From an optimization exercise on the open Yosys and OpenROAD flow, aimed at small area, a short achievable clock period and few clock cycles per item; shortcuts taken in it are not production practice. In this exercise RTL edits were held to simulation tests only and were not proved equivalent to the original. Power is estimated from default activity; no workload was simulated.

07-24:
==> module bus_cycle_unit, before the edit <==
module bus_cycle_unit (
    input logic clock,
    input logic reset,
    input logic issue,           
    input logic issue_write,
    input mmu_pkg::physical_addr_t issue_address,
    input mmu_pkg::data_t issue_data,
    output mmu_pkg::physical_addr_t address_bus,
    output mmu_pkg::data_t data_out,
    input mmu_pkg::data_t data_in,
    output logic write_en,
    output mmu_pkg::response_t result,
    output logic result_valid
);
    logic busy;            
    logic bus_write;       
    logic use_latch;       
    logic bad_page;
    always_ff @(posedge clock or posedge reset) begin
        if (reset) begin
            busy <= 1'b0;
            write_en <= 1'b0;
            data_out <= '0;
        end else begin
            busy <= issue;
            write_en <= issue && issue_write;
            if (issue && issue_write) begin
                data_out <= issue_data;
            end
        end
    end
    always_ff @(posedge clock) begin
        address_bus <= issue_address;
        bus_write <= issue_write;
        use_latch <= issue_write || (issue_address[18:8] == '0);
        bad_page <= (&issue_address[18:13]) && issue_address[11];
    end
    assign result_valid = busy;
    assign result.read_data = use_latch ? data_out : data_in;
    assign result.write = bus_write;
    assign result.bad_page = bad_page;
endmodule
==> module cpu6_mmu, before the edit <==
module cpu6_mmu #(
    parameter int queue_depth = 4
) (
    input logic clock,
    input logic reset,
    input logic [mmu_pkg::page_base_width-1:0] page_base,
    input mmu_pkg::request_t request,
    input logic request_valid,
    output logic request_ready,
    output mmu_pkg::response_t response,
    output logic response_valid,
    input logic response_ready,
    output mmu_pkg::physical_addr_t address_bus,
    output mmu_pkg::data_t data_out,
    input mmu_pkg::data_t data_in,
    output logic write_en
);
    localparam int room = queue_depth + 1;
    logic issue_valid;
    logic issue_load;
    logic issue_write;
    logic [15:0] issue_high;  
    logic [15:0] issue_low;
    logic [15:0] issue_load_high_n;  
    logic [15:0] issue_load_low_n;   
    logic [mmu_pkg::offset_width-1:8] issue_offset_top;
    mmu_pkg::frame_t issue_offset_low;  
    mmu_pkg::data_t issue_data;
    logic lookup_valid;
    logic lookup_write;
    logic [mmu_pkg::offset_width-1:0] lookup_offset;
    mmu_pkg::data_t lookup_data;
    logic [3:0][mmu_pkg::frame_width-1:0] lookup_quarters;
    logic accept;
    logic accept_access;
    logic request_load;
    logic [mmu_pkg::page_index_width-1:0] request_index;
    logic [mmu_pkg::page_index_width-1:0] load_index;
    logic response_taken;
    logic [room-1:0] outstanding;
    mmu_pkg::frame_t frame;
    mmu_pkg::response_t result;
    logic result_valid;
    assign accept = request_valid && request_ready;
    assign request_load = (request.opcode == mmu_pkg::op_load_page);
    assign accept_access = accept && !request_load;
    assign request_index = {page_base, request.payload.address[15:11]};  
    assign load_index = request.payload.load.index;
    assign response_taken = response_valid && response_ready;
    always_ff @(posedge clock or posedge reset) begin
        if (reset) begin
            outstanding <= '0;
            request_ready <= 1'b0;  
            issue_valid <= 1'b0;
            lookup_valid <= 1'b0;
            issue_load_high_n <= '0;
            issue_load_low_n <= '0;
            issue_offset_low <= '0;
        end else begin
            if (accept_access && !response_taken) begin
                outstanding <= {outstanding[room-2:0], 1'b1};
            end else if (response_taken && !accept_access) begin
                outstanding <= {1'b0, outstanding[room-1:1]};
            end
            request_ready <= !(outstanding[room-1] && !response_taken)
                && !(outstanding[room-2] && accept_access && !response_taken);
            for (int i = 0; i < 16; i++) begin
                issue_load_high_n[i] <= !(accept && request_load && load_index[7:4] == 4'(i));
                issue_load_low_n[i] <= (load_index[3:0] != 4'(i));
            end
            issue_offset_low <= request.payload.address[7:0];
            issue_valid <= accept;
            lookup_valid <= issue_valid && !issue_load;
        end
    end
    always_ff @(posedge clock) begin
        issue_load <= request_load;
        issue_write <= (request.opcode == mmu_pkg::op_write);
        for (int i = 0; i < 16; i++) begin
            issue_high[i] <= (request_index[7:4] == 4'(i));
            issue_low[i] <= (request_index[3:0] == 4'(i));
        end
        issue_offset_top <= request.payload.address[10:8];
        issue_data <= request.write_data;
        lookup_write <= issue_write;
        lookup_offset <= {issue_offset_top, issue_offset_low};
        lookup_data <= issue_data;
    end
    page_translator u_translator (
        .clock(clock),
        .reset(reset),
        .index_high(issue_high),
        .index_low(issue_low),
        .load_high_n(issue_load_high_n),
        .load_low_n(issue_load_low_n),
        .frame_in(issue_offset_low),
        .quarters(lookup_quarters)
    );
    assign frame = lookup_quarters[0] | lookup_quarters[1] | lookup_quarters[2]
        | lookup_quarters[3];
    bus_cycle_unit u_bus (
        .clock(clock),
        .reset(reset),
        .issue(lookup_valid),
        .issue_write(lookup_write),
        .issue_address({frame, lookup_offset}),
        .issue_data(lookup_data),
        .address_bus(address_bus),
        .data_out(data_out),
        .data_in(data_in),
        .write_en(write_en),
        .result(result),
        .result_valid(result_valid)
    );
    op_queue #(
        .depth(queue_depth)
    ) u_queue (
        .clock(clock),
        .reset(reset),
        .in_data(result),
        .in_valid(result_valid),
        .response(response),
        .response_valid(response_valid),
        .response_ready(response_ready)
    );
endmodule
clock: 8.0 ns
lec_check: 0
cap_margin: 20
core_margin: 2
core_utilization: 62
cts_cluster_diameter: 100
cts_cluster_size: 20
setup_slack_margin: 5.0
slew_margin: 20
standard.sh (not shown) runs the stock make flow with config.mk's settings and CLKGATE_MAP_FILE= SYNTH_SCRIPT=/design/flow/synth_recipe.tcl, a recipe that flattens the netlist after the stock synthesis.
==> flow/flow/run.sh <==
#!/bin/bash
# Standard layout, with the port buffers made from plain buffers (buffer_ports
# otherwise picks a delay buffer, which slows every input and output path).
set -euo pipefail
export BUFFER_PORTS_ARGS="-buffer_cell sky130_fd_sc_hd__buf_2"
bash standard.sh finish > make_flow.log 2>&1
Testbench counts of 07-24, summed over its fixed seeds: cycles 20,031, responses 18,164.
Setup changes, 07-24 to 09-23
--- a/flow/design.v
+++ b/flow/design.v
@@ -150,13 +150,12 @@
     input mmu_pkg::data_t data_in,
     output logic write_en,
     output mmu_pkg::response_t result,
     output logic result_valid
 );
     logic busy;            
-    logic bus_write;       
     logic use_latch;       
     logic bad_page;
     always_ff @(posedge clock or posedge reset) begin
         if (reset) begin
             busy <= 1'b0;
             write_en <= 1'b0;
@@ -168,19 +167,18 @@
                 data_out <= issue_data;
             end
         end
     end
     always_ff @(posedge clock) begin
         address_bus <= issue_address;
-        bus_write <= issue_write;
         use_latch <= issue_write || (issue_address[18:8] == '0);
         bad_page <= (&issue_address[18:13]) && issue_address[11];
     end
     assign result_valid = busy;
     assign result.read_data = use_latch ? data_out : data_in;
-    assign result.write = bus_write;
+    assign result.write = write_en;
     assign result.bad_page = bad_page;
 endmodule
 `default_nettype wire
 `default_nettype none
 module cpu6_mmu #(
     parameter int queue_depth = 4
@@ -231,13 +229,13 @@
     assign request_index = {page_base, request.payload.address[15:11]};  
     assign load_index = request.payload.load.index;
     assign response_taken = response_valid && response_ready;
     always_ff @(posedge clock or posedge reset) begin
         if (reset) begin
             outstanding <= '0;
-            request_ready <= 1'b0;  
+            request_ready <= 1'b1;
             issue_valid <= 1'b0;
             lookup_valid <= 1'b0;
             issue_load_high_n <= '0;
             issue_load_low_n <= '0;
             issue_offset_low <= '0;
         end else begin
--- outcome ---
Per the comparison of 09-23 with 07-24, area growth from synthesis to layout now sits at about the same level; routed wirelength normalized by instance count now sits at about the same level; part of the Yosys area used for sequential elements now sits at about the same level; first-pass GRT wire length now sits at about the same level; post-layout total power now sits at about the same level. The total wirelength of the detailed-routed design of 09-23 was inferior to that of 07-24.
Testbench counts of 09-23, summed over its fixed seeds: cycles 20,031, responses 18,164.

* * *

cpu6_mmu, a different RTL version from the one above (not shown whole).
For scale: about 4,800 cells after synthesis, about 81 I/O pins.
==> module page_translator, before the edit <==
module page_translator (
    input logic clock,
    input logic reset,
    input logic [15:0] index_high,  
    input logic [3:0][15:0] index_quarter_low,  
    input logic [15:0] load_high_n,  
    input logic [15:0] load_low_n,   
    input mmu_pkg::frame_t frame_in,
    output logic [3:0][mmu_pkg::frame_width-1:0] quarters  
);
    localparam int table_entries = mmu_pkg::table_entries;
    logic [table_entries-1:0][mmu_pkg::frame_width-1:0] page_table;
    logic [table_entries-1:0] select;
    logic [table_entries-1:0] write_enable;
    logic [3:0][mmu_pkg::frame_width-1:0] quarter_select;
    always_comb begin
        for (int i = 0; i < table_entries; i++) begin
            select[i] = index_high[i / 16] && index_quarter_low[i / 64][i % 16];
        end
    end
    always_comb begin
        for (int i = 0; i < table_entries; i++) begin
            write_enable[i] = !(load_high_n[i / 16] || load_low_n[i % 16]);
        end
    end
    always_comb begin
        quarter_select = '0;
        for (int i = 0; i < table_entries; i++) begin
            quarter_select[i / 64] = quarter_select[i / 64]
                | (page_table[i] & {mmu_pkg::frame_width{select[i]}});
        end
    end
    always_ff @(posedge clock) begin
        for (int i = 0; i < table_entries; i++) begin
            if (write_enable[i]) begin
                page_table[i] <= frame_in;
            end
        end
        quarters <= quarter_select;
    end
endmodule
==> module cpu6_mmu, before the edit <==
module cpu6_mmu #(
    parameter int queue_depth = 4
) (
    input logic clock,
    input logic reset,
    input logic [mmu_pkg::page_base_width-1:0] page_base,
    input mmu_pkg::request_t request,
    input logic request_valid,
    output logic request_ready,
    output mmu_pkg::response_t response,
    output logic response_valid,
    input logic response_ready,
    output mmu_pkg::physical_addr_t address_bus,
    output mmu_pkg::data_t data_out,
    input mmu_pkg::data_t data_in,
    output logic write_en
);
    localparam int room = queue_depth + 1;
    logic issue_valid;
    logic issue_load;
    logic issue_write;
    logic [15:0] issue_high;
    logic [3:0][15:0] issue_quarter_low;
    logic [15:0] issue_load_high_n;  
    logic [15:0] issue_load_low_n;   
    logic [mmu_pkg::offset_width-1:8] issue_offset_top;
    mmu_pkg::frame_t issue_offset_low;  
    mmu_pkg::data_t issue_data;
    logic lookup_valid;
    logic lookup_write;
    logic [mmu_pkg::offset_width-1:0] lookup_offset;
    mmu_pkg::data_t lookup_data;
    logic [3:0][mmu_pkg::frame_width-1:0] lookup_quarters;
    logic accept;
    logic accept_access;
    logic request_load;
    logic [mmu_pkg::page_index_width-1:0] request_index;
    logic [mmu_pkg::page_index_width-1:0] load_index;
    logic response_taken;
    logic [room-1:0] outstanding;
    mmu_pkg::frame_t frame;
    mmu_pkg::response_t result;
    logic result_valid;
    assign accept = request_valid && request_ready;
    assign request_load = (request.opcode == mmu_pkg::op_load_page);
    assign accept_access = accept && !request_load;
    assign request_index = {page_base, request.payload.address[15:11]};  
    assign load_index = request.payload.load.index;
    assign response_taken = response_valid && response_ready;
    always_ff @(posedge clock or posedge reset) begin
        if (reset) begin
            outstanding <= '0;
            request_ready <= 1'b0;  
            issue_valid <= 1'b0;
            lookup_valid <= 1'b0;
            issue_load_high_n <= '0;
            issue_load_low_n <= '0;
            issue_offset_low <= '0;
        end else begin
            if (accept_access && !response_taken) begin
                outstanding <= {outstanding[room-2:0], 1'b1};
            end else if (response_taken && !accept_access) begin
                outstanding <= {1'b0, outstanding[room-1:1]};
            end
            request_ready <= !(outstanding[room-1] && !response_taken)
                && !(outstanding[room-2] && accept_access && !response_taken);
            for (int i = 0; i < 16; i++) begin
                issue_load_high_n[i] <= !(accept && request_load && load_index[7:4] == 4'(i));
                issue_load_low_n[i] <= (load_index[3:0] != 4'(i));
            end
            issue_offset_low <= request.payload.address[7:0];
            issue_valid <= accept;
            lookup_valid <= issue_valid && !issue_load;
        end
    end
    always_ff @(posedge clock) begin
        issue_load <= request_load;
        issue_write <= (request.opcode == mmu_pkg::op_write);
        for (int i = 0; i < 16; i++) begin
            issue_high[i] <= (request_index[7:4] == 4'(i));
            for (int q = 0; q < 4; q++) begin
                issue_quarter_low[q][i] <= (request_index[3:0] == 4'(i))
                    && (request_index[7:6] == 2'(q));
            end
        end
        issue_offset_top <= request.payload.address[10:8];
        issue_data <= request.write_data;
        lookup_write <= issue_write;
        lookup_offset <= {issue_offset_top, issue_offset_low};
        lookup_data <= issue_data;
    end
    page_translator u_translator (
        .clock(clock),
        .reset(reset),
        .index_high(issue_high),
        .index_quarter_low(issue_quarter_low),
        .load_high_n(issue_load_high_n),
        .load_low_n(issue_load_low_n),
        .frame_in(issue_offset_low),
        .quarters(lookup_quarters)
    );
    assign frame = lookup_quarters[0] | lookup_quarters[1] | lookup_quarters[2]
        | lookup_quarters[3];
    bus_cycle_unit u_bus (
        .clock(clock),
        .reset(reset),
        .issue(lookup_valid),
        .issue_write(lookup_write),
        .issue_address({frame, lookup_offset}),
        .issue_data(lookup_data),
        .address_bus(address_bus),
        .data_out(data_out),
        .data_in(data_in),
        .write_en(write_en),
        .result(result),
        .result_valid(result_valid)
    );
    op_queue #(
        .depth(queue_depth)
    ) u_queue (
        .clock(clock),
        .reset(reset),
        .in_data(result),
        .in_valid(result_valid),
        .response(response),
        .response_valid(response_valid),
        .response_ready(response_ready)
    );
endmodule
==> flow/config.mk <==
export PLATFORM = sky130hd
export DESIGN_NAME = cpu6_mmu
export DESIGN_NICKNAME = cpu6_mmu
export VERILOG_FILES = /design/flow/design.v
export SDC_FILE = /design/flow/constraint.sdc
export NUM_CORES = 4
export LEC_CHECK = 0
export CAP_MARGIN = 20
export CORE_MARGIN = 2
export CORE_UTILIZATION = 62
export CTS_CLUSTER_DIAMETER = 90
export CTS_CLUSTER_SIZE = 25
export SETUP_SLACK_MARGIN = 5.0
export SLEW_MARGIN = 20
==> flow/constraint.sdc <==
create_clock -name core_clock -period 8.0 [get_ports {clock}]
set_input_delay 1.6000 -clock core_clock [delete_from_list [all_inputs] [get_ports {clock}]]
set_output_delay 1.6000 -clock core_clock [all_outputs]
set_load 0.01 [all_outputs]
Scripts as last shown in full above: flow/flow/run.sh
Testbench counts at the start, summed over its fixed seeds: cycles 20,031, responses 18,164.
Rerun with:
--- a/flow/design.v
+++ b/flow/design.v
@@ -40,11 +40,11 @@
 `default_nettype none
 module page_translator (
     input logic clock,
     input logic reset,
     input logic [15:0] index_high,  
-    input logic [3:0][15:0] index_quarter_low,  
+    input logic [15:0] index_low,   
     input logic [15:0] load_high_n,  
     input logic [15:0] load_low_n,   
     input mmu_pkg::frame_t frame_in,
     output logic [3:0][mmu_pkg::frame_width-1:0] quarters  
 );
@@ -53,11 +53,11 @@
     logic [table_entries-1:0] select;
     logic [table_entries-1:0] write_enable;
     logic [3:0][mmu_pkg::frame_width-1:0] quarter_select;
     always_comb begin
         for (int i = 0; i < table_entries; i++) begin
-            select[i] = index_high[i / 16] && index_quarter_low[i / 64][i % 16];
+            select[i] = index_high[i / 16] && index_low[i % 16];
         end
     end
     always_comb begin
         for (int i = 0; i < table_entries; i++) begin
             write_enable[i] = !(load_high_n[i / 16] || load_low_n[i % 16]);
@@ -201,12 +201,12 @@
 );
     localparam int room = queue_depth + 1;
     logic issue_valid;
     logic issue_load;
     logic issue_write;
-    logic [15:0] issue_high;
-    logic [3:0][15:0] issue_quarter_low;
+    logic [15:0] issue_high;  
+    logic [15:0] issue_low;
     logic [15:0] issue_load_high_n;  
     logic [15:0] issue_load_low_n;   
     logic [mmu_pkg::offset_width-1:8] issue_offset_top;
     mmu_pkg::frame_t issue_offset_low;  
     mmu_pkg::data_t issue_data;
@@ -260,14 +260,11 @@
     always_ff @(posedge clock) begin
         issue_load <= request_load;
         issue_write <= (request.opcode == mmu_pkg::op_write);
         for (int i = 0; i < 16; i++) begin
             issue_high[i] <= (request_index[7:4] == 4'(i));
-            for (int q = 0; q < 4; q++) begin
-                issue_quarter_low[q][i] <= (request_index[3:0] == 4'(i))
-                    && (request_index[7:6] == 2'(q));
-            end
+            issue_low[i] <= (request_index[3:0] == 4'(i));
         end
         issue_offset_top <= request.payload.address[10:8];
         issue_data <= request.write_data;
         lookup_write <= issue_write;
         lookup_offset <= {issue_offset_top, issue_offset_low};
@@ -275,11 +272,11 @@
     end
     page_translator u_translator (
         .clock(clock),
         .reset(reset),
         .index_high(issue_high),
-        .index_quarter_low(issue_quarter_low),
+        .index_low(issue_low),
         .load_high_n(issue_load_high_n),
         .load_low_n(issue_load_low_n),
         .frame_in(issue_offset_low),
         .quarters(lookup_quarters)
     );
Outcome:
- clock-buffer cell count went down by 7
- non-clock buffer count shrinks by 32
- power falls slightly
- flip-flop and latch count goes down by 48
- routed wire length came out lower slightly
- utilization went down by 0.54 points
- clock power shrinks by a few percent
- die area is lower slightly
- sequential power is about the same
- via count drops slightly
- hold slack improves by 0.0072 ns
- setup slack is better by 0.060 ns
- final cell count is lower by a few percent
Testbench counts after the change, summed over its fixed seeds: cycles 20,031, responses 18,164.

[separate check: timing with driven ports]
In the flow no input, the clock included, has a driving cell. The finished layouts below were timed again as built, in two steps. Step 1: set_driving_cell puts a clkbuf_16 on clock and a buf_2 on each other input, an assumption about the parent block. Step 2, shift: input delay + t, output delay - t, t = (earliest + latest rising clock arrival at the registers) / 2. This alone moves slack from input paths to output paths. Three values: ideal, step 1, step 2; two values: the first two.
| run | t, ns | setup slack, ns | worst setup path after step 2 | latest minus earliest clock arrival (ns) | pins driven straight from the clock port |
|---|---|---|---|---|---|
| 07-24 | 0.867 | 5.058 / 4.972 / 4.715 | input to register | 0.022 / 0.023 | 1 |
| 09-23 | 0.860 | 4.973 / 4.896 / 4.782 | input to register | 0.025 / 0.024 | 1 |
| the first run of note 2 | 0.815 | 5.021 / 4.945 / 4.714 | input to register | 0.033 / 0.033 | 1 |
| the second run of note 2 | 0.831 | 5.081 / 5.002 / 4.721 | input to register | 0.035 / 0.035 | 1 |
After both steps setup and hold are still met in every run listed. For the second run of note 2, which loses most, drivers alone change the setup slack by -0.079 ns; drivers and shift together by -0.360 ns.
